This is an optimization exercise on Yosys and OpenROAD, whose aim is small area, a short achievable clock period and few clock cycles per item, not a production implementation. Function was checked by simulation only, so behaviour that the tests miss may differ from the original. Power and IR drop assume default switching activity.

==> flow/config.mk <==
export PLATFORM = sky130hd
export DESIGN_NAME = ascii_arith_command_interpreter
export DESIGN_NICKNAME = ascii_arith_command_interpreter
export VERILOG_FILES = /design/flow/design.v
export SDC_FILE = /design/flow/constraint.sdc
export NUM_CORES = 4
export LEC_CHECK = 0
export CAP_MARGIN = 20
export CORE_MARGIN = 2
export CORE_UTILIZATION = 55
export SLEW_MARGIN = 20
==> flow/constraint.sdc <==
create_clock -name core_clock -period 10.0 [get_ports {clock}]
set_input_delay 2.0000 -clock core_clock [delete_from_list [all_inputs] [get_ports {clock}]]
set_output_delay 2.0000 -clock core_clock [all_outputs]
set_load 0.01 [all_outputs]
==> flow/design.v <==
package aaci_pkg;
   localparam logic [1:0] CMD_ADD = 2'd0;
   localparam logic [1:0] CMD_SUB = 2'd1;
   localparam logic [1:0] CMD_MUL = 2'd2;
   localparam logic [1:0] CMD_BYE = 2'd3;
   localparam logic [2:0] ST_OK       = 3'd0;
   localparam logic [2:0] ST_BAD_CMD  = 3'd1;
   localparam logic [2:0] ST_FEW_ARGS = 3'd2;
   localparam logic [2:0] ST_MANY     = 3'd3;
   localparam logic [2:0] ST_BAD_IN   = 3'd4;
   localparam logic [2:0] ST_BYE      = 3'd5;
   localparam logic [2:0] ST_OVERFLOW = 3'd6;
endpackage
module ascii_arith_command_interpreter (
   input  logic        clock,
   input  logic        reset,
   input  logic        req_valid,
   output logic        req_ready,
   input  logic [7:0]  req_byte_req,
   output logic        rsp_valid,
   input  logic        rsp_ready,
   output logic [2:0]  rsp_status,
   output logic [31:0] rsp_value
);
   localparam logic [1:0] CMD_ADD = 2'd0;
   localparam logic [1:0] CMD_SUB = 2'd1;
   localparam logic [1:0] CMD_MUL = 2'd2;
   localparam logic [1:0] CMD_BYE = 2'd3;
   localparam logic [2:0] ST_OK       = 3'd0;
   localparam logic [2:0] ST_BAD_CMD  = 3'd1;
   localparam logic [2:0] ST_FEW_ARGS = 3'd2;
   localparam logic [2:0] ST_MANY     = 3'd3;
   localparam logic [2:0] ST_BAD_IN   = 3'd4;
   localparam logic [2:0] ST_BYE      = 3'd5;
   localparam logic [2:0] ST_OVERFLOW = 3'd6;
   localparam logic [1:0] M_FIRST = 2'd0;
   localparam logic [1:0] M_ADD   = 2'd1;
   localparam logic [1:0] M_SUB   = 2'd2;
   localparam logic [1:0] M_MUL   = 2'd3;
   logic        v_ff, v_in, rr_ff, rr_in;
   logic [7:0]  b_ff, b_in;
   logic        ign_ff, ign_in;        
   logic [7:0]  len_ff, len_in;        
   logic        full_ff, full_in;      
   logic [3:0]  pos_ff, pos_in;        
   logic [1:0]  cmd_ff, cmd_in;        
   logic        alive_ff, alive_in;    
   logic        nul_ff, nul_in;
   logic [2:0]  spc_ff, spc_in;        
   logic        badin_ff, badin_in;    
   logic        lastsp_ff, lastsp_in;  
   logic [31:0] rs_ff, t_ff, sum;
   logic [31:1] rc_ff;
   logic        rv_ff, rv_in;
   logic [2:0]  st_ff;
   logic [1:0]  mode_ff, mode_in;      
   logic        ps2_ff, ps4_ff, ps8_ff, qs1_ff, qs2_ff, qsn_ff;
   logic is_nl, is_sp, is_dig, is_nul, go, lend, spc0, word_end_ok;
   logic [3:0] name_len;
   logic [7:0] name_chr;
   logic [2:0] status;
   assign is_nl  = b_ff == 8'd10;
   assign is_sp  = b_ff == 8'd32;
   assign is_nul = b_ff == 8'd0;
   assign is_dig = b_ff[7:4] == 4'h3 && (!b_ff[3] || b_ff[2:1] == 2'b00);
   assign req_ready = rr_ff;
   assign go        = v_ff && rr_ff;
   assign lend      = go && !ign_ff && (is_nl || full_ff);
   assign spc0      = spc_ff == 3'd0;
   always_comb begin
      unique case (cmd_ff)
         CMD_ADD: name_len = 4'd3;
         CMD_SUB: name_len = 4'd8;
         CMD_MUL: name_len = 4'd8;
         default: name_len = 4'd3;
      endcase
      name_chr = 8'd0;
      unique case (cmd_ff)
         CMD_ADD: case (pos_ff)
            4'd1: name_chr = "d";
            4'd2: name_chr = "d";
            default: ;
         endcase
         CMD_SUB: case (pos_ff)
            4'd1: name_chr = "u";
            4'd2: name_chr = "b";
            4'd3: name_chr = "t";
            4'd4: name_chr = "r";
            4'd5: name_chr = "a";
            4'd6: name_chr = "c";
            4'd7: name_chr = "t";
            default: ;
         endcase
         CMD_MUL: case (pos_ff)
            4'd1: name_chr = "u";
            4'd2: name_chr = "l";
            4'd3: name_chr = "t";
            4'd4: name_chr = "i";
            4'd5: name_chr = "p";
            4'd6: name_chr = "l";
            4'd7: name_chr = "y";
            default: ;
         endcase
         default: case (pos_ff)
            4'd1: name_chr = "y";
            4'd2: name_chr = "e";
            default: ;
         endcase
      endcase
   end
   assign word_end_ok = alive_ff && pos_ff == name_len;
   always_comb begin
      if (nul_ff)
         status = ST_BAD_CMD;
      else if (spc_ff == 3'd5)
         status = ST_MANY;
      else if (spc0 ? !word_end_ok : !alive_ff)
         status = ST_BAD_CMD;
      else if (cmd_ff == CMD_BYE)
         status = ST_BYE;
      else if (spc_ff < 3'd2)
         status = ST_FEW_ARGS;
      else if (badin_ff || lastsp_ff)
         status = ST_BAD_IN;
      else
         status = ST_OK;
      if (!is_nl)
         status = ST_OVERFLOW;
   end
   always_comb begin
      ign_in    = ign_ff;
      len_in    = len_ff;
      pos_in    = pos_ff;
      cmd_in    = cmd_ff;
      alive_in  = alive_ff;
      nul_in    = nul_ff;
      spc_in    = spc_ff;
      badin_in  = badin_ff;
      lastsp_in = lastsp_ff;
      rv_in     = rv_ff && !rsp_ready;
      if (go) begin
         if (ign_ff) begin
            ign_in = !is_nl;
         end else if (lend) begin
            rv_in     = 1'b1;
            ign_in    = !is_nl;
            len_in    = '0;
            pos_in    = '0;
            cmd_in    = CMD_ADD;
            alive_in  = 1'b1;
            nul_in    = 1'b0;
            spc_in    = '0;
            badin_in  = 1'b0;
            lastsp_in = 1'b0;
         end else begin
            len_in    = len_ff + 8'd1;
            lastsp_in = is_sp;
            if (is_nul) begin
               nul_in = 1'b1;
            end
            if (is_sp) begin
               if (spc0) begin
                  alive_in = word_end_ok;
               end else if (lastsp_ff) begin
                  badin_in = 1'b1;
               end
               if (spc_ff != 3'd5) begin
                  spc_in = spc_ff + 3'd1;
               end
            end else if (spc0) begin
               pos_in = pos_ff + 4'd1;
               if (pos_ff == 4'd0) begin
                  alive_in = alive_ff && (b_ff == "a" || b_ff == "s" || b_ff == "m" || b_ff == "b");
                  cmd_in   = b_ff[4] ? CMD_SUB : b_ff[3] ? CMD_MUL : b_ff[1] ? CMD_BYE : CMD_ADD;
               end else if (pos_ff >= name_len || b_ff != name_chr) begin
                  alive_in = 1'b0;
               end
            end else if (!is_dig) begin
               badin_in = 1'b1;
            end
         end
      end
      full_in = len_in == 8'd255;
      v_in  = rr_ff ? req_valid : v_ff;
      b_in  = rr_ff ? req_byte_req : b_ff;
      rr_in = !(v_in && rv_in && (b_in == 8'd10 || b_in == 8'd32 || full_in));
      if (spc_in == 3'd1)
         mode_in = M_FIRST;
      else if (cmd_in == CMD_MUL)
         mode_in = M_MUL;
      else if (cmd_in == CMD_SUB)
         mode_in = M_SUB;
      else
         mode_in = M_ADD;
   end
   function automatic logic [5:0] selects(input logic [1:0] m, input logic [3:0] d);
      logic ps2, ps4, ps8, qs1, qs2, qsn;
      ps2 = 1'b0; ps4 = 1'b0; ps8 = 1'b0; qs1 = 1'b0; qs2 = 1'b0; qsn = 1'b0;
      unique case (m)
         M_FIRST: ;
         M_MUL: unique case (d)
            4'd1: qs1 = 1'b1;
            4'd2: ps2 = 1'b1;
            4'd3: begin ps2 = 1'b1; qs1 = 1'b1; end
            4'd4: ps4 = 1'b1;
            4'd5: begin ps4 = 1'b1; qs1 = 1'b1; end
            4'd6: begin ps4 = 1'b1; qs2 = 1'b1; end
            4'd7: begin ps8 = 1'b1; qs1 = 1'b1; qsn = 1'b1; end
            4'd8: ps8 = 1'b1;
            4'd9: begin ps8 = 1'b1; qs1 = 1'b1; end
            default: ;
         endcase
         default: begin
            ps8 = 1'b1;
            qs1 = 1'b1;
         end
      endcase
      selects = {ps2, ps4, ps8, qs1, qs2, qsn};
   endfunction
   logic [3:0]  d;
   logic        first, add, sub, mul;
   logic        k3, a2, a1, a0, b0, x0, p2, p1, p0;
   logic [31:0] o1, o2, o3, o4, opp, opq, s1, c1, s2, c2, s3, c3, s4, c4;
   assign d     = b_ff[3:0];
   assign first = mode_ff == M_FIRST;
   assign add   = mode_ff == M_ADD;
   assign sub   = mode_ff == M_SUB;
   assign mul   = mode_ff == M_MUL;
   always_comb begin
      k3 = (first || add) && d[3];
      a2 = ((first || add) && d[2]) || (sub && !d[2] && !d[3]);
      a1 = ((first || add) && d[1]) || (sub && !d[1] && !d[3]);
      a0 = ((first || add) && d[0]) || (sub && !d[0]) || (mul && d == 4'd7);
      b0 = add || (sub && !d[3]);
      x0 = b0;
      p2 = add;
      p1 = add;
      p0 = add;
   end
   always_comb begin
      o1  = {rs_ff[28:0], a2, a1, a0};
      o2  = {rs_ff[30:0], b0};
      o3  = {rc_ff[28:1], k3, 3'd0};
      o4  = {rc_ff[30:1], 2'd0};
      opp = ({t_ff[30:0], 1'b0} & {32{ps2_ff}}) | ({t_ff[29:0], 2'b0} & {32{ps4_ff}})
          | ({t_ff[28:0], 3'b0} & {32{ps8_ff}}) | {29'd0, p2, p1, p0};
      opq = ((t_ff & {32{qs1_ff}}) | ({t_ff[30:0], 1'b0} & {32{qs2_ff}})) ^ {32{qsn_ff}};
      s1  = o1 ^ o2 ^ o3;
      c1  = (o1 & o2) | (o1 & o3) | (o2 & o3);
      s2  = s1 ^ {c1[30:0], x0} ^ o4;
      c2  = (s1 & {c1[30:0], x0}) | (s1 & o4) | ({c1[30:0], x0} & o4);
      s3  = s2 ^ {c2[30:0], 1'b0} ^ opp;
      c3  = (s2 & {c2[30:0], 1'b0}) | (s2 & opp) | ({c2[30:0], 1'b0} & opp);
      s4  = s3 ^ {c3[30:0], 1'b0} ^ opq;
      c4  = (s3 & {c3[30:0], 1'b0}) | (s3 & opq) | ({c3[30:0], 1'b0} & opq);
      sum = rs_ff + {rc_ff[31:1], 1'b0};
   end
   always_ff @(posedge clock) begin
      if (rr_ff) begin
         b_ff <= req_byte_req;
      end
   end
   always_ff @(posedge clock) begin
      if (reset) begin
         v_ff      <= 1'b0;
         rr_ff     <= 1'b1;
         rv_ff     <= 1'b0;
         ign_ff    <= 1'b0;
         len_ff    <= '0;
         full_ff   <= 1'b0;
         pos_ff    <= '0;
         cmd_ff    <= CMD_ADD;
         alive_ff  <= 1'b1;
         nul_ff    <= 1'b0;
         spc_ff    <= '0;
         badin_ff  <= 1'b0;
         lastsp_ff <= 1'b0;
      end else begin
         v_ff      <= v_in;
         rr_ff     <= rr_in;
         rv_ff     <= rv_in;
         ign_ff    <= ign_in;
         len_ff    <= len_in;
         full_ff   <= full_in;
         pos_ff    <= pos_in;
         cmd_ff    <= cmd_in;
         alive_ff  <= alive_in;
         nul_ff    <= nul_in;
         spc_ff    <= spc_in;
         badin_ff  <= badin_in;
         lastsp_ff <= lastsp_in;
      end
   end
   always_ff @(posedge clock) begin
      mode_ff <= mode_in;
      {ps2_ff, ps4_ff, ps8_ff, qs1_ff, qs2_ff, qsn_ff} <= selects(mode_in, b_in[3:0]);
   end
   always_ff @(posedge clock) begin
      if (lend) begin
         st_ff <= status;
      end
   end
   always_ff @(posedge clock) begin
      if (go && !ign_ff) begin
         if (lend) begin
            t_ff <= (status == ST_OK) ? sum : '0;
         end else if (is_sp) begin
            if (spc0) begin
               rs_ff <= '0;
               rc_ff <= '0;
            end else if (spc_ff != 3'd5) begin
               t_ff <= (cmd_ff == CMD_MUL) ? sum : ~sum;
               if (cmd_ff == CMD_MUL) begin
                  rs_ff <= '0;
                  rc_ff <= '0;
               end
            end
         end else if (is_dig && !spc0) begin
            rs_ff <= s4;
            rc_ff <= c4[30:0];
         end
      end
   end
   assign rsp_valid  = rv_ff;
   assign rsp_status = st_ff;
   assign rsp_value  = t_ff;
endmodule
==> flow/flow/run.sh <==
#!/bin/bash
# Standard layout with a deeper setup repair target; tool output goes to standard.log here.
bash standard.sh SETUP_SLACK_MARGIN=6.6 finish > standard.log 2>&1
==> flow/standard.sh <==
#!/bin/bash
# synth_recipe.tcl (not shown) runs the flow's synth.tcl, then flattens the netlist and writes it again
# the make line also repeats each setting of config.mk as NAME=value (left out here)
make -C /OpenROAD-flow-scripts/flow DESIGN_CONFIG=/design/flow/config.mk WORK_HOME=/design/flow/orfs CLKGATE_MAP_FILE= SYNTH_SCRIPT=/design/flow/synth_recipe.tcl "${@:-finish}"
==> results.ini, run 1 <==
[outcome]
status=no timing/DRC/antenna violations

[clock_network]
clock-sinks=140
cts_buffers=17
clk_pin_slew_ns=0.06
htreeDepth=4
clockRootBuffer=clkbuf_16
cts_tree=done
clk_latency_ns=0.43
clockBufferDepth=2

[synthesis]
synth_top_area_share_pct=24.59
synth.avg_cell_area_um2=10.12
synth_edf_count=98
synthFlopType=edfxtp_1
ys_top_cells_by_area=edfxtp_1, fa_1, dfxtp_1, ha_1, xnor2_1
synth_warnings=1
ys_seq_area_share_pct=31.62
yosys.area.top_type=edfxtp_1
synthTopCellsByCount=inv_1, fa_1, edfxtp_1, nor2_1, xnor2_1
synthArstFlopShare_pct=0
netlist_area_mm2=0.01197
synth_nets=1365
syn_inst=1182
synth.distinct_cells=72
post-synth-top-count-cell=inv_1
synth.ff_latch_count=140

[power_and_ir_drop]
powerDensity_mw_per_mm2=121.5
cellLeakagePower_nw=5.775
ir_worst_vdd_mv=0.1173

[worst_setup_path]
startpoint_type=input pin
cp_max_fo=2
criticalPathCategory=in -> reg
arrival_ns=3.67
cp_data_required_time_ns=10.31
cp-end-kind=flop

[placed_design]
gp_congestion=0.8588
hpwlAfterDp_mm=21.12
portBuffers=48
place_area_mm2=0.01267

[die]
die_width_um=151.5
die_y_um=151.5
start_util_pct=56.56
core-area_mm2=0.02115
io_pins=49
rows=53
dieArea_mm2=0.02295

[finish]
drive_gt1_share_pct=10.16
stdcell_area_mm2=0.01370
final_nets=1430
fin_util_pct=64.78
syn_to_final_growth_pct=14.54
antenna_cells=0

[detailed_routing]
detail_route.iter0.violations=838
totalWireLength_mm=30.51
vias_per_cell=5.839
wl_per_cell_um=19.88
dr.pass1.iters=9
highest_layer=met4
drc=0
dr_total_vias=8963
drt-met1-wl_mm=13.66
wl_met2_mm=14.37
wl_met3_mm=1.875
ant_nets=0

[timing]
drv_slew=0
setup-violations-final=0
fin_skew_ns=0.007061
tightest_slew_ns=0.9503
fmax_mhz=297.7
relSlewSlack_pct=36.65
rsz0062_at_grt=no
post-route-period-util_pct=33.59
finalCriticalPeriod_ns=3.359
setup_tns_ns=0
final_hold_viol_count=0

[global_route]
grt_overflow=0
antenna_found_initial=0
grt_pass1_vias=9145
grt_pass1_wl_mm=49.11
grt_use_total_pct=28.18
grt_max_degree=68

[flow_run]
cap_viol_max_count=0

[hold_path]
hp-class=reg -> reg

[cell type report]
cell class | instances | area [µm²]
Clock inverter | 7 | 68.82
Inverter | 165 | 619.3
Fill cell | 1765 | 7450
Multi-Input combinational cell | 827 | 7447
Tap cell | 275 | 344.1
Sequential cell | 140 | 3796
Timing Repair Buffer | 96 | 868.3
Clock buffer | 25 | 560.5
[final timing paths]
kind                         start                      to  slack (ns)  cells past startpoint
max                req_byte_req[2]        rr_ff$_SDFF_PP1_        6.64                      6
max reg2reg        b_ff[3]$_DFF_P_  rs_ff[3]$_SDFFCE_PP0P_        6.68                      9
min reg2reg  alive_ff$_SDFFE_PP1P_   alive_ff$_SDFFE_PP1P_        0.47                      1
min          alive_ff$_SDFFE_PP1P_   alive_ff$_SDFFE_PP1P_        0.47                      1
[timing repair]
action                     CTS  global route
setup endpoints to repair   38            61
resized for setup           29            16
setup buffers               38             2
hold buffers                 0             0
hold endpoints to repair     0             0
pin swaps                    4             3
[power by group]
part           internal [W]  switching [W]
Clock              0.000415       0.000253
Sequential         0.000651      0.0000304
Combinational      0.000153       0.000162
Total               0.00122       0.000446
[cell usage in the layout (no fill, tap or decap), drive strengths merged, types with 8 or more instances in the layout]
master         synthesis  final
a21o                  16     16
a21oi                 46     46
a222oi                28     28
a22oi                 34     34
a31oi                  9      9
and2                  71     71
buf                   16     48
clkbuf                34     25
clkdlybuf4s50          0     24
dfxtp                 42     42
dlygate4sd2            0     12
dlymetal6s2s           0      9
edfxtp                98     98
fa                   118    118
ha                    53     53
inv                  165    167
mux2                  10     10
mux2i                 14     14
nand2                 60     60
nand3                 16     16
nand4                 10     10
nor2                  81     81
nor2b                 11     11
nor3                  16     16
o21a                   8      8
o21ai                 35     35
xnor2                 75     75
xor2                  19     19
[critical path: stages]
cell             delay (ns)
clkdlybuf4s15_1        0.19
mux2_4                 0.29
or4_4                  0.50
a211oi_4               0.29
a31oi_1                0.06
or3b_1                 0.34
[through the flow]
stage,setup slack [ns],hold WS (ns),power [W],cells
floorplan,6.570,0.4311,0.0009265,1182
global placement,5.923,0.4448,0.0009936,1462
detailed placement,5.925,0.4525,0.001005,1462
CTS,6.475,0.4655,0.001672,1532
global route,6.602,0.4988,0.001749,1535
finish,6.641,0.4672,0.001665,1535
[state kept, by name (all words and copies together) (netlist names), 2 cells and up]
register,flops
b_ff,8
cmd_ff,2
len_ff,8
mode_ff,2
pos_ff,4
rc_ff,31
rs_ff,32
spc_ff,3
st_ff,3
t_ff,32
[metal layers]
layer,vias to the layer above,GRT usage [%]
li1,4193,-
met1,4435,38.99
met2,296,45.32
met3,39,5.958
met4,0,7.685
met5,-,0
[logic make-up after synthesis]
family / Yosys count / share of synthesized area [%]
adder cells (fa/ha/maj): 171 / 25.29
multiplexers: 24 / 2.112
AND/OR/NAND/NOR: 305 / 13.25
AO/OA/AOI/OAI: 233 / 13.92
buffers and inverters: 215 / 6.933
XOR/XNOR: 94 / 6.881
flip-flops: 140 / 31.62
Testbench counts, summed over its fixed seeds: cycles 85,220, lines 3,200.
==> inputs of run 2 (changes only) <==
==> flow/flow/run.sh (replaced) <==
#!/bin/bash
# Standard layout with a deeper setup repair target; tool output goes to standard.log here.
bash standard.sh SETUP_SLACK_MARGIN=7 finish > standard.log 2>&1
--- a/flow/config.mk
+++ b/flow/config.mk
@@ -8,4 +8,4 @@
 export CAP_MARGIN = 20
 export CORE_MARGIN = 2
-export CORE_UTILIZATION = 55
+export CORE_UTILIZATION = 40
 export SLEW_MARGIN = 20
==> results.ini, run 2 <==
[die]
die_y_um=177.0  ; was 151.5 µm
core-area_mm2=0.02956  ; was 0.02115 mm²
die_width_um=177.0  ; was 151.5 µm
dieArea_mm2=0.03131  ; was 0.02295 mm²
start_util_pct=40.48  ; was 56.56%
rows=63  ; was 53
io_pins=49  ; unchanged

[clock_network]
clk_latency_ns=0.45  ; was 0.43 ns
clockRootBuffer=clkbuf_16  ; unchanged
cts_hold_buf=0  ; unchanged
cts_buffers=17  ; unchanged
clockBufferDepth=2  ; unchanged
cts_tree=done  ; unchanged
clock-sinks=140  ; unchanged
htreeDepth=4  ; unchanged
clk_pin_slew_ns=0.07  ; was 0.06 ns

[placed_design]
place_area_mm2=0.01281  ; was 0.01267 mm²
post-place-ws_ns=6.064  ; was 5.925 ns
portBuffers=48  ; unchanged
hpwlAfterDp_mm=20.98  ; was 21.12 mm
gp_congestion=0.8327  ; was 0.8588

[timing]
drv_slew=0  ; unchanged
fin_skew_ns=0.01416  ; was 0.007061 ns
setup_tns_ns=0  ; unchanged
hold_ws_ns=0.4758  ; was 0.4672 ns
post-route-period-util_pct=31.29  ; was 33.59%
rsz0062_at_grt=yes  ; was no
worst_slack_ns=6.871  ; was 6.641 ns
setup-violations-final=0  ; unchanged
final_hold_viol_count=0  ; unchanged
relSlewSlack_pct=40.18  ; was 36.65%
finalCriticalPeriod_ns=3.129  ; was 3.359 ns
fmax_mhz=319.6  ; was 297.7 MHz
tightest_slew_ns=0.8974  ; was 0.9503 ns

[finish]
n_fill_cell=2733  ; was 1765
final_cell_mix=inv_1, fa_1, edfxtp_1  ; unchanged
drive_gt1_share_pct=21.17  ; was 10.16%
stdcell_area_mm2=0.01439  ; was 0.01370 mm²
final_common_cell=inv_1  ; unchanged
final_nets=1488  ; was 1430
syn_to_final_growth_pct=20.23  ; was 14.54%
antenna_cells=0  ; unchanged
reg_top3=rs_ff (32), t_ff (32), rc_ff (31)  ; unchanged

[detailed_routing]
vias_per_cell=5.503  ; was 5.839
dr_total_vias=9399  ; was 8963
wl_met2_mm=15.96  ; was 14.37 mm
dr.pass1.iters=6  ; was 9
drc=0  ; unchanged
detail_route.iter0.violations=813  ; was 838
wl_met3_mm=1.858  ; was 1.875 mm
highest_layer=met4  ; unchanged
ant_nets=0  ; unchanged
drt-met1-wl_mm=14.38  ; was 13.66 mm
wl_per_cell_um=19.14  ; was 19.88 µm
totalWireLength_mm=32.70  ; was 30.51 mm

[synthesis]
synth.ff_latch_count=140  ; unchanged
synth_edf_count=98  ; unchanged
synth_nets=1365  ; unchanged
synth_warnings=1  ; unchanged
synthFlopType=edfxtp_1  ; unchanged
ys_seq_area_share_pct=31.62  ; unchanged
synthTopCellsByCount=inv_1, fa_1, edfxtp_1, nor2_1, xnor2_1  ; unchanged
ys_top_cells_by_area=edfxtp_1, fa_1, dfxtp_1, ha_1, xnor2_1  ; unchanged
synth.avg_cell_area_um2=10.12  ; unchanged
post-synth-top-count-cell=inv_1  ; unchanged
yosys.area.top_type=edfxtp_1  ; unchanged
synthArstFlopShare_pct=0  ; unchanged
synth_top_area_share_pct=24.59  ; unchanged
synth.distinct_cells=72  ; unchanged
syn_inst=1182  ; unchanged
netlist_area_mm2=0.01197  ; unchanged

[power_and_ir_drop]
powerDensity_mw_per_mm2=114.8  ; was 121.5 mW/mm²
ir_worst_vdd_mv=0.1253  ; was 0.1173 mV
seq_power_share_pct=41.1  ; was 40.9%
combinationalPowerShare_pct=19.9  ; was 19.0%
cellLeakagePower_nw=5.981  ; was 5.775 nW
p_int_w=0.001162  ; was 0.001219 W
p_sw_share_pct=29.60  ; was 26.77%
clock_power_share_pct=39.0  ; was 40.1%
p_sw_w=0.0004887  ; was 0.0004458 W
finalPower_w=0.001651  ; was 0.001665 W

[worst_setup_path]
cp_data_required_time_ns=10.33  ; was 10.31 ns
criticalPathCategory=in -> reg  ; unchanged
startpoint_type=input pin  ; unchanged
cp_max_fo=2  ; unchanged
cp-end-kind=flop  ; unchanged
arrival_ns=3.46  ; was 3.67 ns

[outcome]
status=no timing/DRC/antenna violations  ; unchanged

[global_route]
grt_pass1_vias=9526  ; was 9145
grt_pass1_wl_mm=51.82  ; was 49.11 mm
grt_max_degree=69  ; was 68
grt_overflow=0  ; unchanged
grt_use_total_pct=21.44  ; was 28.18%
antenna_found_initial=0  ; unchanged

[flow_run]
cap_viol_max_count=0  ; unchanged

[hold_path]
hp-class=reg -> reg  ; unchanged

[run 2: changes by cell type in the layout (fill, tap and decap cells not counted), sizes merged]
cell and delta:
clkdlybuf4s15 -1, clkbuf -4, dlymetal6s2s -9, inv +6, dlygate4sd2 -10, bufinv -1, and2 +4, clkdlybuf4s50 -20
buf +93
[run 2: worst max-delay path, cell delays in order]
cell	delay [ns]
clkdlybuf4s15_1	0.18
mux2_4	0.27
or4_4	0.43
a211oi_2	0.16
a31oi_1	0.06
or3b_1	0.36
[run 2: worst paths after layout]
| check | startpoint | endpoint | slack (ns) | cells past startpoint |
|---|---|---|---|---|
| hold reg to reg | badin_ff$_SDFFE_PP0P_ | badin_ff$_SDFFE_PP0P_ | 0.48 | 2 |
| setup reg to reg | rs_ff[2]$_SDFFCE_PP0P_ | rs_ff[5]$_SDFFCE_PP0P_ | 6.96 | 8 |
| setup / recovery | req_byte_req[0] | rr_ff$_SDFF_PP1_ | 6.87 | 6 |
| hold / removal | badin_ff$_SDFFE_PP0P_ | badin_ff$_SDFFE_PP0P_ | 0.48 | 2 |
[run 2: cell families after synthesis]
group / count (synthesis) / share of synthesized area, %
buffers and inverters: 215 / 6.933
DFF: 140 / 31.62
AOI/OAI and AO/OA: 233 / 13.92
muxes: 24 / 2.112
adders and majority gates: 171 / 25.29
xor gates and xnor gates: 94 / 6.881
and+or+nand+nor: 305 / 13.25
[run 2: power by group through the flow]
stage               Clock (W)  Sequential [W]  Combinational [W]
floorplan                   0        0.000670           0.000257
global placement            0        0.000689           0.000301
detailed placement          0        0.000689           0.000314
CTS                  0.000654        0.000676           0.000327
global route         0.000672        0.000678           0.000381
finish               0.000644        0.000678           0.000329
[run 2: area by class of cell]
class	count	area [µm²]	share of cell area [%]
Clock buffer	20	478.0	3.322
Clock inverter	12	98.84	0.6871
Timing Repair Buffer	150	1122	7.801
Tap cell	390	488.0	3.392
Multi-Input combinational cell	831	7772	54.03
Inverter	165	619.3	4.305
Sequential cell	140	3807	26.47
[run 2: routing by layer]
layer / up-vias / track usage (%)
met5: - / 0
met4: 0 / 5.992
met3: 37 / 4.210
met2: 313 / 35.28
met1: 4736 / 28.78
li1: 4313 / -
[run 2: what timing repair did]
action,CTS,global route
buffers inserted,63,31
resized for setup,206,58
endpoints found under the hold margin,0,0
gates cloned,5,0
setup endpoints to repair,181,110
pin swaps,13,40
[run 2: stage by stage]
stage          instances  utilization [%]
2_1_floorplan       1182                -
5_1_grt             1708            48.67
3_3_place_gp        1576            43.33
3_5_place_dp        1576            43.33
6_report            1708            48.67
4_1_cts             1676            46.98
==> inputs of run 3 (changes only) <==
--- a/flow/design.v
+++ b/flow/design.v
@@ -221,5 +221,5 @@
    logic        first, add, sub, mul;
    logic        k3, a2, a1, a0, b0, x0, p2, p1, p0;
-   logic [31:0] o1, o2, o3, o4, opp, opq, s1, c1, s2, c2, s3, c3, s4, c4;
+   logic [31:0] o1, o2, o3, o4, opp, opq, s1, c1, s2, c2, s3, c3, s4, c4, x1, x2, x3;
    assign d     = b_ff[3:0];
    assign first = mode_ff == M_FIRST;
@@ -246,12 +246,19 @@
           | ({t_ff[28:0], 3'b0} & {32{ps8_ff}}) | {29'd0, p2, p1, p0};
       opq = ((t_ff & {32{qs1_ff}}) | ({t_ff[30:0], 1'b0} & {32{qs2_ff}})) ^ {32{qsn_ff}};
-      s1  = o1 ^ o2 ^ o3;
-      c1  = (o1 & o2) | (o1 & o3) | (o2 & o3);
-      s2  = s1 ^ {c1[30:0], x0} ^ o4;
-      c2  = (s1 & {c1[30:0], x0}) | (s1 & o4) | ({c1[30:0], x0} & o4);
-      s3  = s2 ^ {c2[30:0], 1'b0} ^ opp;
-      c3  = (s2 & {c2[30:0], 1'b0}) | (s2 & opp) | ({c2[30:0], 1'b0} & opp);
-      s4  = s3 ^ {c3[30:0], 1'b0} ^ opq;
-      c4  = (s3 & {c3[30:0], 1'b0}) | (s3 & opq) | ({c3[30:0], 1'b0} & opq);
+      for (int i = 0; i < 32; i++) begin
+         {c1[i], s1[i]} = 2'(o1[i]) + 2'(o2[i]) + 2'(o3[i]);
+      end
+      x1 = {c1[30:0], x0};
+      for (int i = 0; i < 32; i++) begin
+         {c2[i], s2[i]} = 2'(s1[i]) + 2'(x1[i]) + 2'(o4[i]);
+      end
+      x2 = {c2[30:0], 1'b0};
+      for (int i = 0; i < 32; i++) begin
+         {c3[i], s3[i]} = 2'(s2[i]) + 2'(x2[i]) + 2'(opp[i]);
+      end
+      x3 = {c3[30:0], 1'b0};
+      for (int i = 0; i < 32; i++) begin
+         {c4[i], s4[i]} = 2'(s3[i]) + 2'(x3[i]) + 2'(opq[i]);
+      end
       sum = rs_ff + {rc_ff[31:1], 1'b0};
    end
==> flow/flow/run.sh (replaced) <==
#!/bin/bash
# Standard layout with a deeper setup repair target; tool output goes to standard.log here.
bash standard.sh SETUP_SLACK_MARGIN=7.5 finish > standard.log 2>&1
==> results.ini, run 3 <==
[outcome]
status=no timing/DRC/antenna violations  ; unchanged

[hold_path]
whs_path_depth=2  ; unchanged
hp-class=reg -> reg  ; unchanged

[worst_setup_path]
cp_data_required_time_ns=8.00  ; was 10.33 ns
rrSetupSlack_ns=7.09  ; was 6.96 ns
cp-endpoint=rsp_value[4]  ; was rr_ff$_SDFF_PP1_
cp-end-kind=primary output  ; was flop
slowest_stage=edfxtp_1  ; was or4_4
slowest_delay_ns=0.48  ; was 0.43 ns
worstReg2RegStart=rc_ff[16]$_SDFFCE_PP0P_  ; was rs_ff[2]$_SDFFCE_PP0P_
reg2reg_depth=11  ; was 8
cp_max_fo=2  ; unchanged
arrival_ns=1.11  ; was 3.46 ns
crit_path_start=t_ff[4]$_DFFE_PP_  ; was req_byte_req[0]
r2r_end=t_ff[27]$_DFFE_PP_  ; was rs_ff[5]$_SDFFCE_PP0P_
cp.depth=1  ; was 6
cp_top_family=flip-flops  ; was simple AND/OR/NAND/NOR gates
critPathBufInv=1  ; unchanged
criticalPathCategory=reg -> out  ; was in -> reg
cp_cell_sequence=buf_2  ; was clkdlybuf4s15_1, mux2_4, or4_4, a211oi_2, a31oi_1, or3b_1
startpoint_type=flop  ; was input pin

[detailed_routing]
ant_nets=0  ; unchanged
dr.pass1.iters=6  ; unchanged
wl_per_cell_um=19.95  ; was 19.14 µm
vias_per_cell=5.557  ; was 5.503
detail_route.iter0.violations=1047  ; was 813
dr_total_vias=9413  ; was 9399
drc=0  ; unchanged
totalWireLength_mm=33.80  ; was 32.70 mm

[timing]
setup-violations-final=0  ; unchanged
tightest_slew_ns=0.6616  ; was 0.8974 ns
relSlewSlack_pct=55.89  ; was 40.18%
rsz0062_at_grt=yes  ; unchanged
drv_slew=0  ; unchanged
fin_skew_ns=0.01505  ; was 0.01416 ns
setup_tns_ns=0  ; unchanged
finalCriticalPeriod_ns=3.105  ; was 3.129 ns
worst_slack_ns=6.895  ; was 6.871 ns
fmax_mhz=322.0  ; was 319.6 MHz
final_hold_viol_count=0  ; unchanged
post-route-period-util_pct=31.05  ; was 31.29%

[placed_design]
place_inst=1469  ; was 1576
gp_congestion=0.9099  ; was 0.8327
hpwlAfterDp_mm=20.35  ; was 20.98 mm
portBuffers=48  ; unchanged
post-place-ws_ns=6.105  ; was 6.064 ns
place_area_mm2=0.01260  ; was 0.01281 mm²

[die]
die_y_um=173.2  ; was 177.0 µm
rows=61  ; was 63
dieArea_mm2=0.03001  ; was 0.03131 mm²
start_util_pct=40.89  ; was 40.48%
core-area_mm2=0.02801  ; was 0.02956 mm²
die_width_um=173.2  ; was 177.0 µm
io_pins=49  ; unchanged

[finish]
syn_to_final_growth_pct=35.82  ; was 20.23%
fin_cells=1694  ; was 1708
n_fill_cell=2362  ; was 2733
final_nets=1486  ; was 1488
stdcell_area_mm2=0.01556  ; was 0.01439 mm²
reg_top3=rs_ff (32), t_ff (32), rc_ff (31)  ; unchanged
multi_input_area_mm2=0.008353  ; was 0.007772 mm²
antenna_cells=0  ; unchanged
final_cell_mix=buf_4, edfxtp_1, nor2_1  ; was inv_1, fa_1, edfxtp_1
seq_area_mm2=0.003817  ; was 0.003807 mm²
final_common_cell=buf_4  ; was inv_1
drive_gt1_share_pct=40.58  ; was 21.17%

[global_route]
grtUsageMet2_pct=37.80  ; was 35.28%
antenna_found_initial=0  ; unchanged
grt_pass1_wl_mm=52.76  ; was 51.82 mm
grt_overflow=0  ; unchanged
grt-busiest-layer=met2  ; unchanged
grt_max_degree=64  ; was 69
grtUsageMet1_pct=28.87  ; was 28.78%
grt_use_total_pct=22.31  ; was 21.44%
grt_pass1_vias=9587  ; was 9526
grt_util_met3_pct=4.561  ; was 4.210%

[synthesis]
synth_nets=1271  ; was 1365
synthTopCellsByCount=nor2_1, fa_1, edfxtp_1, inv_1, xnor2_1  ; was inv_1, fa_1, edfxtp_1, nor2_1, xnor2_1
synth_edf_count=98  ; unchanged
synth_warnings=1  ; unchanged
synth.avg_cell_area_um2=10.53  ; was 10.12 µm²
post-synth-top-count-cell=nor2_1  ; was inv_1
syn_inst=1088  ; was 1182
ys_seq_area_share_pct=33.03  ; was 31.62%
synthFlopType=edfxtp_1  ; unchanged
synth.distinct_cells=71  ; was 72
synthArstFlopShare_pct=0  ; unchanged
synth_top_area_share_pct=25.69  ; was 24.59%
synth.ff_latch_count=140  ; unchanged
netlist_area_mm2=0.01145  ; was 0.01197 mm²
ys_top_cells_by_area=edfxtp_1, fa_1, dfxtp_1, ha_1, xnor2_1  ; unchanged
yosys.area.top_type=edfxtp_1  ; unchanged

[flow_run]
cap_viol_max_count=0  ; unchanged

[power_and_ir_drop]
p_sw_w=0.0005195  ; was 0.0004887 W
powerDensity_mw_per_mm2=108.6  ; was 114.8 mW/mm²
ir_worst_vdd_mv=0.1204  ; was 0.1253 mV
p_sw_share_pct=30.74  ; was 29.60%
seq_power_share_pct=39.3  ; was 41.1%
p_int_w=0.001170  ; was 0.001162 W
clock_power_share_pct=38.0  ; was 39.0%
combinationalPowerShare_pct=22.8  ; was 19.9%
cellLeakagePower_nw=6.203  ; was 5.981 nW

[clock_network]
htreeDepth=4  ; unchanged
clk_pin_slew_ns=0.07  ; about the same
cts_tree=done  ; unchanged
clk_latency_ns=0.45  ; about the same
clockBufferDepth=2  ; unchanged
cts_buffers=17  ; unchanged
clockRootBuffer=clkbuf_16  ; unchanged
clock-sinks=140  ; unchanged

[run 3: cell count changes after synthesis, sizes merged, moves of 5 or more]
cell    change
a211o       +5
o21ai       +7
nand2      -12
mux2        -5
xor2       +26
nand2b      +7
nor2       +48
and2       -65
inv        -76
xnor2      -20
[run 3: final cells by class]
| cell class | instances | area share (%) |
|---|---|---|
| clock inverter | 14 | 0.7801 |
| sequential | 140 | 24.54 |
| clock buffer | 18 | 2.895 |
| multi-input combinational | 808 | 53.69 |
| timing repair buffer | 246 | 12.80 |
| tap | 378 | 3.040 |
| inverter | 90 | 2.252 |
[run 3: worst min path at each step]
stage / start / to / slack [ns]
finish: badin_ff$_SDFFE_PP0P_ / badin_ff$_SDFFE_PP0P_ / 0.45
global route: badin_ff$_SDFFE_PP0P_ / badin_ff$_SDFFE_PP0P_ / 0.50
CTS: badin_ff$_SDFFE_PP0P_ / badin_ff$_SDFFE_PP0P_ / 0.46
detailed placement: badin_ff$_SDFFE_PP0P_ / badin_ff$_SDFFE_PP0P_ / 0.45
global placement: badin_ff$_SDFFE_PP0P_ / badin_ff$_SDFFE_PP0P_ / 0.44
floorplan: badin_ff$_SDFFE_PP0P_ / badin_ff$_SDFFE_PP0P_ / 0.42
[run 3: power groups by stage]
stage,clock [W],sequential (W),combinational (W)
after detailed placement,0,0.000677,0.000328
after floorplan,0,0.000670,0.000258
final,0.000642,0.000664,0.000385
after global routing,0.000674,0.000665,0.000436
after global placement,0,0.000677,0.000316
after CTS,0.000648,0.000665,0.000354
[run 3: per-layer routing]
layer	routed length [µm]	vias to the layer above
met5	0	-
met4	846	0
met3	2372	65
met2	17050	395
met1	13530	4674
li1	-	4279
[run 3: repair_timing]
item                       4_1_cts  5_1_grt
gates cloned                     3        3
setup buffers                  134       53
hold buffers                     0        0
gates resized for setup        309      148
pin swaps                       96       86
setup endpoints to repair      260      218
[run 3: through the flow]
stage          total power [W]  hold WS [ns]  utilization, %
3_3_place_gp         0.0009933        0.4412           44.97
4_1_cts               0.001667        0.4594           51.98
3_5_place_dp          0.001005        0.4469           44.97
5_1_grt               0.001775        0.5000           55.54
2_1_floorplan        0.0009276        0.4231               -
6_report              0.001690        0.4539           55.54
[run 3: cells by family after synthesis]
| group | Yosys count | synth area share (%) |
|---|---|---|
| flops | 140 | 33.03 |
| buf+inv | 143 | 4.926 |
| fa+ha+maj | 171 | 26.41 |
| mux | 21 | 1.890 |
| xor+xnor | 100 | 7.646 |
| compound gates | 232 | 14.32 |
| simple gates | 281 | 11.78 |
Testbench counts of run 3, summed over its fixed seeds: cycles 85,220, lines 3,200.
==> inputs of run 4 (changes only) <==
==> flow/flow/run.sh (replaced) <==
#!/bin/bash
# Standard layout with a deeper setup repair target; tool output goes to standard.log here.
bash standard.sh SETUP_SLACK_MARGIN=7 finish > standard.log 2>&1
==> results.ini, run 4 <==
[synthesis]
yosys.area.top_type=edfxtp_1  ; unchanged
synthFlopType=edfxtp_1  ; unchanged
syn_inst=1088  ; unchanged
synthTopCellsByCount=nor2_1, fa_1, edfxtp_1, inv_1, xnor2_1  ; unchanged
post-synth-top-count-cell=nor2_1  ; unchanged
synth.distinct_cells=71  ; unchanged
synth_edf_count=98  ; unchanged
synth.ff_latch_count=140  ; unchanged
synth_warnings=1  ; unchanged
synth_top_area_share_pct=25.69  ; unchanged
synthArstFlopShare_pct=0  ; unchanged
synth.avg_cell_area_um2=10.53  ; unchanged
ys_seq_area_share_pct=33.03  ; unchanged
ys_top_cells_by_area=edfxtp_1, fa_1, dfxtp_1, ha_1, xnor2_1  ; unchanged
synth_nets=1271  ; unchanged
netlist_area_mm2=0.01145  ; unchanged

[timing]
post-route-period-util_pct=30.85  ; was 31.05%
hold_ws_ns=0.4548  ; was 0.4539 ns
tightest_slew_ns=0.6962  ; was 0.6616 ns
rsz0062_at_grt=yes  ; unchanged
drv_slew=0  ; unchanged
setup-violations-final=0  ; unchanged
relSlewSlack_pct=53.49  ; was 55.89%
fin_skew_ns=0.01059  ; was 0.01505 ns
final_hold_viol_count=0  ; unchanged
setup_tns_ns=0  ; unchanged
finalCriticalPeriod_ns=3.085  ; was 3.105 ns
fmax_mhz=324.1  ; was 322.0 MHz

[hold_path]
hp-class=reg -> reg  ; unchanged
hold_path.startpoint=badin_ff$_SDFFE_PP0P_  ; unchanged
min_to=badin_ff$_SDFFE_PP0P_  ; unchanged
whs_path_depth=2  ; unchanged

[detailed_routing]
wl_per_cell_um=19.08  ; was 19.95 µm
dr_total_vias=8668  ; was 9413
dr.pass1.iters=5  ; was 6
ant_nets=0  ; unchanged
vias_per_cell=5.553  ; was 5.557
drc=0  ; unchanged
totalWireLength_mm=29.79  ; was 33.80 mm
detail_route.iter0.violations=781  ; was 1047

[die]
die_y_um=173.2  ; unchanged
dieArea_mm2=0.03001  ; unchanged
die_width_um=173.2  ; unchanged
core-area_mm2=0.02801  ; unchanged
start_util_pct=40.89  ; unchanged
rows=61  ; unchanged
io_pins=49  ; unchanged

[placed_design]
portBuffers=48  ; unchanged
gp_congestion=0.8442  ; was 0.9099
hpwlAfterDp_mm=20.18  ; was 20.35 mm
place_inst=1470  ; was 1469

[outcome]
status=no timing/DRC/antenna violations  ; unchanged

[global_route]
grt_max_degree=67  ; was 64
antenna_found_initial=0  ; unchanged
grt_overflow=0  ; unchanged
grt_use_total_pct=20.48  ; was 22.31%
grt_pass1_wl_mm=48.50  ; was 52.76 mm
grt_pass1_vias=8823  ; was 9587

[worst_setup_path]
cp_max_fo=2  ; unchanged
critPathBufInv=1  ; unchanged
slowest_stage=edfxtp_1  ; unchanged
cp_data_required_time_ns=8.00  ; about the same
criticalPathCategory=reg -> out  ; unchanged
startpoint_type=flop  ; unchanged
worstReg2RegStart=rs_ff[19]$_SDFFCE_PP0P_  ; was rc_ff[16]$_SDFFCE_PP0P_
cp-end-kind=primary output  ; unchanged
slowest_delay_ns=0.47  ; was 0.48 ns
reg2reg_depth=7  ; was 11
cp_cell_sequence=buf_2  ; unchanged
r2r_end=rs_ff[20]$_SDFFCE_PP0P_  ; was t_ff[27]$_DFFE_PP_
cp_top_family=flip-flops  ; unchanged
arrival_ns=1.09  ; was 1.11 ns
rrSetupSlack_ns=7.01  ; was 7.09 ns

[power_and_ir_drop]
finalPower_w=0.001611  ; was 0.001690 W
ir_worst_vdd_mv=0.1197  ; was 0.1204 mV
powerDensity_mw_per_mm2=120.7  ; was 108.6 mW/mm²
cellLeakagePower_nw=5.381  ; was 6.203 nW

[clock_network]
cts_hold_buf=0  ; unchanged
clockRootBuffer=clkbuf_16  ; unchanged
clock-sinks=140  ; unchanged
clk_pin_slew_ns=0.06  ; was 0.07 ns
cts_tree=done  ; unchanged
clk_latency_ns=0.44  ; was 0.45 ns
clockBufferDepth=2  ; unchanged
cts_buffers=17  ; unchanged
htreeDepth=4  ; unchanged

[finish]
fin_util_pct=47.66  ; was 55.54%
final_cell_mix=nor2_1, fa_1, edfxtp_1  ; was buf_4, edfxtp_1, nor2_1
final_nets=1353  ; was 1486
final_common_cell=nor2_1  ; was buf_4
antenna_cells=0  ; unchanged
drive_gt1_share_pct=17.16  ; was 40.58%
reg_top3=rs_ff (32), t_ff (32), rc_ff (31)  ; unchanged
fin_cells=1561  ; was 1694
syn_to_final_growth_pct=16.55  ; was 35.82%

[flow_run]
cap_viol_max_count=0  ; unchanged

-- run 4: cell counts after synthesis --
Identical to the previous run, type by type.
-- run 4: power breakdown --
group	total (W)	leakage (nW)	internal [W]	switching, W
clock network	0.000621	0.275	0.000326	0.000294
logic	0.000328	3.87	0.000145	0.000183
registers	0.000662	1.23	0.000651	0.0000113
total	0.00161	5.38	0.00112	0.000489
-- run 4: layout make-up --
cell class | count | area, µm²
clock buffer | 17 | 425.4
clock inverter | 15 | 125.1
fill | 2609 | 14660
inverter | 90 | 342.8
multi-input combinational | 806 | 7340
sequential | 140 | 3804
tap | 378 | 473.0
timing repair buffer | 115 | 840.8
-- run 4: worst max path at each step --
stage | from | endpoint | slack (ns) | cells after the start
2_1_floorplan | req_byte_req[4] | rr_ff$_SDFF_PP1_ | 6.85 | 4
3_3_place_gp | req_byte_req[4] | rr_ff$_SDFF_PP1_ | 6.38 | 5
3_5_place_dp | b_ff[4]$_DFF_P_ | t_ff[30]$_DFFE_PP_ | 6.24 | 8
4_1_cts | t_ff[0]$_DFFE_PP_ | rsp_value[0] | 6.89 | 1
5_1_grt | t_ff[4]$_DFFE_PP_ | rsp_value[4] | 6.88 | 1
6_report | t_ff[29]$_DFFE_PP_ | rsp_value[29] | 6.91 | 1
-- run 4: cells by family after synthesis --
kind of cell	after synthesis	share of synthesized area [%]
AO/OA/AOI/OAI	232	14.32
XOR/XNOR	100	7.646
adder cells (fa/ha/maj)	171	26.41
buffers and inverters	143	4.926
flip-flops	140	33.03
multiplexers	21	1.890
AND/OR/NAND/NOR	281	11.78
-- run 4: per-layer routing --
| layer | track usage [%] | wire length, µm |
|---|---|---|
| met5 | 0 | 0 |
| met4 | 6.674 | 638 |
| met3 | 3.969 | 1880 |
| met2 | 33.10 | 14140 |
| met1 | 27.76 | 13120 |
-- run 4: per-stage QoR --
stage	area [µm²]	setup slack, ns
6_report	13350	6.915
5_1_grt	13350	6.882
4_1_cts	13050	6.890
3_5_place_dp	12290	6.240
3_3_place_gp	12290	6.381
2_1_floorplan	11480	6.847
-- run 4: timing repair --
item | CTS | global route
setup endpoints to repair | 112 | 85
cloned | 1 | 0
pin swaps | 6 | 31
gates resized for setup | 184 | 43
setup buffers | 38 | 20
==> inputs of run 5 (changes only) <==
--- a/flow/config.mk
+++ b/flow/config.mk
@@ -9,3 +9,4 @@
 export CORE_MARGIN = 2
 export CORE_UTILIZATION = 40
+export CTS_CLUSTER_SIZE = 30
 export SLEW_MARGIN = 20
==> results.ini, run 5 <==
[outcome]
status=no timing/DRC/antenna violations  ; unchanged

[placed_design]
hpwlAfterDp_mm=20.18  ; unchanged
post-place-ws_ns=6.240  ; unchanged
gp_congestion=0.8442  ; unchanged
portBuffers=48  ; unchanged

[worst_setup_path]
r2r_end=rs_ff[20]$_SDFFCE_PP0P_  ; unchanged
startpoint_type=flop  ; unchanged
reg2reg_depth=7  ; unchanged
arrival_ns=1.09  ; about the same
cp_top_family=flip-flops  ; unchanged
cp_cell_sequence=buf_2  ; unchanged
criticalPathCategory=reg -> out  ; unchanged
critPathBufInv=1  ; unchanged
rrSetupSlack_ns=7.01  ; about the same
cp_data_required_time_ns=8.00  ; about the same
slowest_delay_ns=0.47  ; about the same
cp-end-kind=primary output  ; unchanged
slowest_stage=edfxtp_1  ; unchanged
cp_max_fo=2  ; unchanged
worstReg2RegStart=rs_ff[19]$_SDFFCE_PP0P_  ; unchanged

[timing]
post-route-period-util_pct=30.85  ; unchanged
setup-violations-final=0  ; unchanged
drv_slew=0  ; unchanged
fin_skew_ns=0.01059  ; unchanged
fmax_mhz=324.1  ; unchanged
relSlewSlack_pct=53.49  ; unchanged
finalCriticalPeriod_ns=3.085  ; unchanged
tightest_slew_ns=0.6962  ; unchanged
worst_slack_ns=6.915  ; unchanged
rsz0062_at_grt=yes  ; unchanged
final_hold_viol_count=0  ; unchanged
setup_tns_ns=0  ; unchanged

[detailed_routing]
ant_nets=0  ; unchanged
totalWireLength_mm=29.79  ; unchanged
dr_total_vias=8668  ; unchanged
dr.pass1.iters=5  ; unchanged
drc=0  ; unchanged
detail_route.iter0.violations=781  ; unchanged
vias_per_cell=5.553  ; unchanged
wl_per_cell_um=19.08  ; unchanged

[finish]
final_nets=1353  ; unchanged
syn_to_final_growth_pct=16.55  ; unchanged
final_cell_mix=nor2_1, fa_1, edfxtp_1  ; unchanged
reg_top3=rs_ff (32), t_ff (32), rc_ff (31)  ; unchanged
drive_gt1_share_pct=17.16  ; unchanged
antenna_cells=0  ; unchanged
final_common_cell=nor2_1  ; unchanged
n_fill_cell=2609  ; unchanged

[global_route]
grt_overflow=0  ; unchanged
grt_pass1_wl_mm=48.50  ; unchanged
antenna_found_initial=0  ; unchanged
grt_use_total_pct=20.48  ; unchanged
grt_pass1_vias=8823  ; unchanged
grt_max_degree=67  ; unchanged

[clock_network]
htreeDepth=4  ; unchanged
cts_tree=done  ; unchanged
clockRootBuffer=clkbuf_16  ; unchanged
clk_latency_ns=0.44  ; about the same
cts_buffers=17  ; unchanged
clockBufferDepth=2  ; unchanged
clk_pin_slew_ns=0.06  ; about the same
clock-sinks=140  ; unchanged
cts_hold_buf=0  ; unchanged

[die]
die_y_um=173.2  ; unchanged
die_width_um=173.2  ; unchanged
start_util_pct=40.89  ; unchanged
dieArea_mm2=0.03001  ; unchanged
core-area_mm2=0.02801  ; unchanged
rows=61  ; unchanged
io_pins=49  ; unchanged

[synthesis]
synth.distinct_cells=71  ; unchanged
synth_edf_count=98  ; unchanged
syn_inst=1088  ; unchanged
post-synth-top-count-cell=nor2_1  ; unchanged
synthTopCellsByCount=nor2_1, fa_1, edfxtp_1, inv_1, xnor2_1  ; unchanged
synth.avg_cell_area_um2=10.53  ; unchanged
ys_seq_area_share_pct=33.03  ; unchanged
synthFlopType=edfxtp_1  ; unchanged
synth_warnings=1  ; unchanged
synth.ff_latch_count=140  ; unchanged
synthArstFlopShare_pct=0  ; unchanged
synth_top_area_share_pct=25.69  ; unchanged
netlist_area_mm2=0.01145  ; unchanged
synth_nets=1271  ; unchanged
ys_top_cells_by_area=edfxtp_1, fa_1, dfxtp_1, ha_1, xnor2_1  ; unchanged
yosys.area.top_type=edfxtp_1  ; unchanged

[hold_path]
whs_path_depth=2  ; unchanged
min_to=badin_ff$_SDFFE_PP0P_  ; unchanged
hold_path.startpoint=badin_ff$_SDFFE_PP0P_  ; unchanged
hp-class=reg -> reg  ; unchanged

[power_and_ir_drop]
p_int_w=0.001122  ; unchanged
p_sw_w=0.0004888  ; unchanged
clock_power_share_pct=38.5  ; about the same
powerDensity_mw_per_mm2=120.7  ; unchanged
cellLeakagePower_nw=5.381  ; unchanged
combinationalPowerShare_pct=20.4  ; about the same
seq_power_share_pct=41.1  ; about the same
ir_worst_vdd_mv=0.1197  ; unchanged
p_sw_share_pct=30.34  ; unchanged

[flow_run]
cap_viol_max_count=0  ; unchanged

-- run 5: area by class of cell --
type | instances | area (µm²) | share of cell area [%]
Inverter | 90 | 342.8 | 2.568
Clock inverter | 15 | 125.1 | 0.9372
Sequential cell | 140 | 3804 | 28.49
Multi-Input combinational cell | 806 | 7340 | 54.98
Timing Repair Buffer | 115 | 840.8 | 6.298
Clock buffer | 17 | 425.4 | 3.187
Tap cell | 378 | 473.0 | 3.543
-- run 5: timing repair --
item	4_1_cts	5_1_grt
buffers inserted	38	20
setup endpoints to repair	112	85
cloned	1	0
pin swaps	6	31
resized for setup	184	43
-- run 5: cell families (layout without fill, tap and decap cells) --
family / Yosys count / in the layout / synth area share (%)
simple gates: 281 / 281 / 11.78
compound gates: 232 / 233 / 14.32
fa+ha+maj: 171 / 171 / 26.41
buf+inv: 143 / 237 / 4.926
flops: 140 / 140 / 33.03
xor+xnor: 100 / 100 / 7.646
mux: 21 / 21 / 1.890
-- run 5: per-layer routing --
metal / global-route usage [%] / wire [µm] / up-vias
met5: 0 / 0 / -
met4: 6.674 / 638 / 0
met3: 3.969 / 1880 / 46
met2: 33.10 / 14140 / 317
met1: 27.76 / 13120 / 4308
li1: - / - / 3997
-- run 5: how the worst max path moves through the flow --
stage / startpoint / endpoint / slack (ns) / cells after the start
3_5_place_dp: b_ff[4]$_DFF_P_ / t_ff[30]$_DFFE_PP_ / 6.24 / 8
2_1_floorplan: req_byte_req[4] / rr_ff$_SDFF_PP1_ / 6.85 / 4
4_1_cts: t_ff[0]$_DFFE_PP_ / rsp_value[0] / 6.89 / 1
3_3_place_gp: req_byte_req[4] / rr_ff$_SDFF_PP1_ / 6.38 / 5
6_report: t_ff[29]$_DFFE_PP_ / rsp_value[29] / 6.91 / 1
5_1_grt: t_ff[4]$_DFFE_PP_ / rsp_value[4] / 6.88 / 1
-- run 5: through the flow --
| step | instances | utilization, % | area (µm²) | power, W | hold WS, ns |
|---|---|---|---|---|---|
| 2_1_floorplan | 1088 | - | 11480 | 0.0009200 | 0.4259 |
| 3_3_place_gp | 1470 | 43.86 | 12290 | 0.0009837 | 0.4418 |
| 3_5_place_dp | 1470 | 43.86 | 12290 | 0.0009986 | 0.4551 |
| 4_1_cts | 1541 | 46.59 | 13050 | 0.001616 | 0.4644 |
| 5_1_grt | 1561 | 47.66 | 13350 | 0.001695 | 0.5044 |
| 6_report | 1561 | 47.66 | 13350 | 0.001611 | 0.4548 |
-- run 5: worst min-delay path, cell delays in order (launching register included) --
cell and delay [ns]:
dfxtp_1 0.32, inv_1 0.05, a21oi_1 0.05
-- run 5: power by group through the flow --
stage	registers, W	clock network (W)	logic, W
final	0.000662	0.000621	0.000328
after global placement	0.000675	0	0.000308
after CTS	0.000663	0.000627	0.000326
after floorplan	0.000669	0	0.000251
after detailed placement	0.000676	0	0.000323
after global routing	0.000664	0.000654	0.000377
==> inputs of run 6 (changes only) <==
--- a/flow/config.mk
+++ b/flow/config.mk
@@ -9,4 +9,5 @@
 export CORE_MARGIN = 2
 export CORE_UTILIZATION = 40
+export CTS_BUF_LIST = sky130_fd_sc_hd__clkbuf_8
 export CTS_CLUSTER_SIZE = 30
 export SLEW_MARGIN = 20
==> results.ini, run 6 <==
[placed_design]
portBuffers=48  ; unchanged
place_area_mm2=0.01229  ; unchanged
gp_congestion=0.8442  ; unchanged
hpwlAfterDp_mm=20.18  ; unchanged

[worst_setup_path]
cp-end-kind=primary output  ; unchanged
cp_top_family=flip-flops  ; unchanged
cp_cell_sequence=buf_2  ; unchanged
critPathBufInv=1  ; unchanged
cp_max_fo=2  ; unchanged
slowest_stage=edfxtp_1  ; unchanged
cp-endpoint=rsp_value[11]  ; was rsp_value[29]
r2r_end=rs_ff[19]$_SDFFCE_PP0P_  ; was rs_ff[20]$_SDFFCE_PP0P_
arrival_ns=1.13  ; was 1.09 ns
slowest_delay_ns=0.47  ; about the same
reg2reg_depth=7  ; unchanged
rrSetupSlack_ns=7.01  ; about the same
cp_data_required_time_ns=8.00  ; about the same
startpoint_type=flop  ; unchanged
cp.depth=1  ; unchanged
worstReg2RegStart=rs_ff[18]$_SDFFCE_PP0P_  ; was rs_ff[19]$_SDFFCE_PP0P_
criticalPathCategory=reg -> out  ; unchanged
crit_path_start=t_ff[11]$_DFFE_PP_  ; was t_ff[29]$_DFFE_PP_

[global_route]
antenna_found_initial=0  ; unchanged
grt_pass1_wl_mm=48.48  ; was 48.50 mm
grt_pass1_vias=8790  ; was 8823
grt_overflow=0  ; unchanged
grt_max_degree=67  ; unchanged
grt_use_total_pct=20.43  ; was 20.48%

[synthesis]
synth_top_area_share_pct=25.69  ; unchanged
synth.distinct_cells=71  ; unchanged
yosys.area.top_type=edfxtp_1  ; unchanged
synth_warnings=1  ; unchanged
netlist_area_mm2=0.01145  ; unchanged
synth_nets=1271  ; unchanged
synthFlopType=edfxtp_1  ; unchanged
syn_inst=1088  ; unchanged
post-synth-top-count-cell=nor2_1  ; unchanged
ys_seq_area_share_pct=33.03  ; unchanged
synth_edf_count=98  ; unchanged
synthArstFlopShare_pct=0  ; unchanged
ys_top_cells_by_area=edfxtp_1, fa_1, dfxtp_1, ha_1, xnor2_1  ; unchanged
synth.avg_cell_area_um2=10.53  ; unchanged
synth.ff_latch_count=140  ; unchanged
synthTopCellsByCount=nor2_1, fa_1, edfxtp_1, inv_1, xnor2_1  ; unchanged

[finish]
final_cell_mix=nor2_1, fa_1, edfxtp_1  ; unchanged
syn_to_final_growth_pct=16.35  ; was 16.55%
final_nets=1371  ; was 1353
final_common_cell=nor2_1  ; unchanged
antenna_cells=0  ; unchanged
stdcell_area_mm2=0.01333  ; was 0.01335 mm²
n_fill_cell=2631  ; was 2609
drive_gt1_share_pct=18.40  ; was 17.16%
reg_top3=rs_ff (32), t_ff (32), rc_ff (31)  ; unchanged

[hold_path]
hp-class=reg -> reg  ; unchanged

[die]
io_pins=49  ; unchanged
rows=61  ; unchanged
die_width_um=173.2  ; unchanged
die_y_um=173.2  ; unchanged
dieArea_mm2=0.03001  ; unchanged
core-area_mm2=0.02801  ; unchanged
start_util_pct=40.89  ; unchanged

[power_and_ir_drop]
cellLeakagePower_nw=5.389  ; was 5.381 nW
combinationalPowerShare_pct=22.9  ; was 20.4%
p_int_w=0.0009770  ; was 0.001122 W
powerDensity_mw_per_mm2=108.6  ; was 120.7 mW/mm²
seq_power_share_pct=45.7  ; was 41.1%
p_sw_share_pct=32.47  ; was 30.34%
p_sw_w=0.0004699  ; was 0.0004888 W
ir_worst_vdd_mv=0.07268  ; was 0.1197 mV
finalPower_w=0.001447  ; was 0.001611 W
clock_power_share_pct=31.4  ; was 38.5%

[detailed_routing]
drc=0  ; unchanged
dr_total_vias=8670  ; was 8668
totalWireLength_mm=30.22  ; was 29.79 mm
ant_nets=0  ; unchanged
dr.pass1.iters=8  ; was 5
wl_per_cell_um=19.14  ; was 19.08 µm
vias_per_cell=5.491  ; was 5.553
detail_route.iter0.violations=841  ; was 781

[clock_network]
clockBufferDepth=2  ; unchanged
clk_pin_slew_ns=0.09  ; was 0.06 ns
clk_latency_ns=0.48  ; was 0.44 ns
clockRootBuffer=clkbuf_8  ; was clkbuf_16
cts_tree=done  ; unchanged
cts_buffers=17  ; unchanged
htreeDepth=4  ; unchanged
cts_hold_buf=0  ; unchanged
clock-sinks=140  ; unchanged

[timing]
fmax_mhz=319.9  ; was 324.1 MHz
finalCriticalPeriod_ns=3.126  ; was 3.085 ns
fin_skew_ns=0.01462  ; was 0.01059 ns
rsz0062_at_grt=yes  ; unchanged
post-route-period-util_pct=31.26  ; was 30.85%
setup_tns_ns=0  ; unchanged
final_hold_viol_count=0  ; unchanged
relSlewSlack_pct=52.70  ; was 53.49%
tightest_slew_ns=0.7095  ; was 0.6962 ns
drv_slew=0  ; unchanged
setup-violations-final=0  ; unchanged

[flow_run]
cap_viol_max_count=0  ; unchanged

[outcome]
status=no timing/DRC/antenna violations  ; unchanged

==> run 6: cell types whose count changed in the layout (fill, tap and decap cells not counted), moves of 2 or more <==
cell,before,now
buf_4,62,76
buf_6,7,11
clkbuf_16,17,0
clkbuf_8,0,17
dfxtp_1,34,36
dfxtp_2,4,2
ha_1,52,50
ha_2,1,3
==> run 6: worst min path at each step <==
stage,start,end,slack [ns],cells after the start
after floorplan,badin_ff$_SDFFE_PP0P_,badin_ff$_SDFFE_PP0P_,0.43,2
after global placement,badin_ff$_SDFFE_PP0P_,badin_ff$_SDFFE_PP0P_,0.44,2
after detailed placement,badin_ff$_SDFFE_PP0P_,badin_ff$_SDFFE_PP0P_,0.46,2
after CTS,badin_ff$_SDFFE_PP0P_,badin_ff$_SDFFE_PP0P_,0.47,2
after global routing,badin_ff$_SDFFE_PP0P_,badin_ff$_SDFFE_PP0P_,0.51,2
final,badin_ff$_SDFFE_PP0P_,badin_ff$_SDFFE_PP0P_,0.46,2
==> run 6: power by group through the flow <==
| stage | Combinational, W | Sequential [W] | Clock (W) |
|---|---|---|---|
| 2_1_floorplan | 0.000251 | 0.000669 | 0 |
| 3_3_place_gp | 0.000308 | 0.000675 | 0 |
| 3_5_place_dp | 0.000323 | 0.000676 | 0 |
| 4_1_cts | 0.000327 | 0.000662 | 0.000460 |
| 5_1_grt | 0.000379 | 0.000663 | 0.000488 |
| 6_report | 0.000331 | 0.000662 | 0.000454 |
==> run 6: stage by stage <==
step                      instances  setup WS [ns]  hold WS (ns)  utilization, %
after floorplan                1088          6.847        0.4259               -
after global placement         1470          6.381        0.4418           43.86
after detailed placement       1470          6.240        0.4551           43.86
after CTS                      1544          6.836        0.4680           45.96
after global routing           1579          6.829        0.5086           47.58
final                          1579          6.874        0.4581           47.58
==> run 6: kinds of logic (layout without fill, tap and decap cells) <==
family | Yosys count | after routing | synth area share (%)
AOI/OAI and AO/OA | 232 | 233 | 14.32
buffers and inverters | 143 | 255 | 4.926
adders and majority gates | 171 | 171 | 26.41
DFF | 140 | 140 | 33.03
and+or+nand+nor | 281 | 281 | 11.78
muxes | 21 | 21 | 1.890
xor gates and xnor gates | 100 | 100 | 7.646
==> run 6: final cells by class <==
class	instances	area (µm²)	share of cell area, %
clock buffers	17	234.0	1.756
clock inverters	15	125.1	0.9388
inverters	90	342.8	2.572
multi-input cells	806	7360	55.22
flip-flops and latches	140	3801	28.52
well taps	378	473.0	3.549
repair buffers	133	992.2	7.445
==> run 6: what timing repair did <==
item	in CTS	in global routing
cloned	1	0
resized for setup	177	55
setup buffers	41	35
pin swaps	6	40
setup endpoints to repair	112	127
==> run 6: routing by layer <==
metal  up-vias  part of all wire (%)  track usage [%]
met4         0                   1.6            5.544
met1      4313                    45            27.86
met3        34                   5.6            4.013
li1       4029                     -                -
met2       294                    48            33.32
met5         -                     0                0

-- port drivers added, routing unchanged --
In the flow no input, the clock included, has a driving cell. The finished layouts below were timed again as built, in two steps. Step 1 assumes that a clkbuf_16 drives the clock port and a buf_2 every other input. Step 2 moves the port delays by t, midway between the first and last clock arrival at a register: inputs arrive t later, outputs are due t later. That takes back most of the time a late clock gives input paths. Three values: no drivers, after step 1, after step 2; two values: the first two.
run | t, ns | setup slack, ns | slew at the worst register clock pin (ns) | pins driven straight from the clock port
run 1 | 0.472 | 6.641 / 6.594 / 6.190 | 0.06 / 0.06 | 1
run 2 | 0.488 | 6.871 / 6.857 / 6.401 | 0.07 / 0.07 | 1
run 3 | 0.491 | 6.895 / 6.844 / 6.574 | 0.08 / 0.08 | 1
run 4 | 0.486 | 6.915 / 6.864 / 6.568 | 0.07 / 0.07 | 1
run 5 | 0.486 | 6.915 / 6.864 / 6.568 | 0.07 / 0.07 | 1
run 6 | 0.517 | 6.874 / 6.827 / 6.568 | 0.10 / 0.10 | 1
After both steps every run listed still meets setup and hold. For run 2, which loses most, drivers alone change the setup slack by -0.014 ns; drivers and shift together by -0.470 ns.
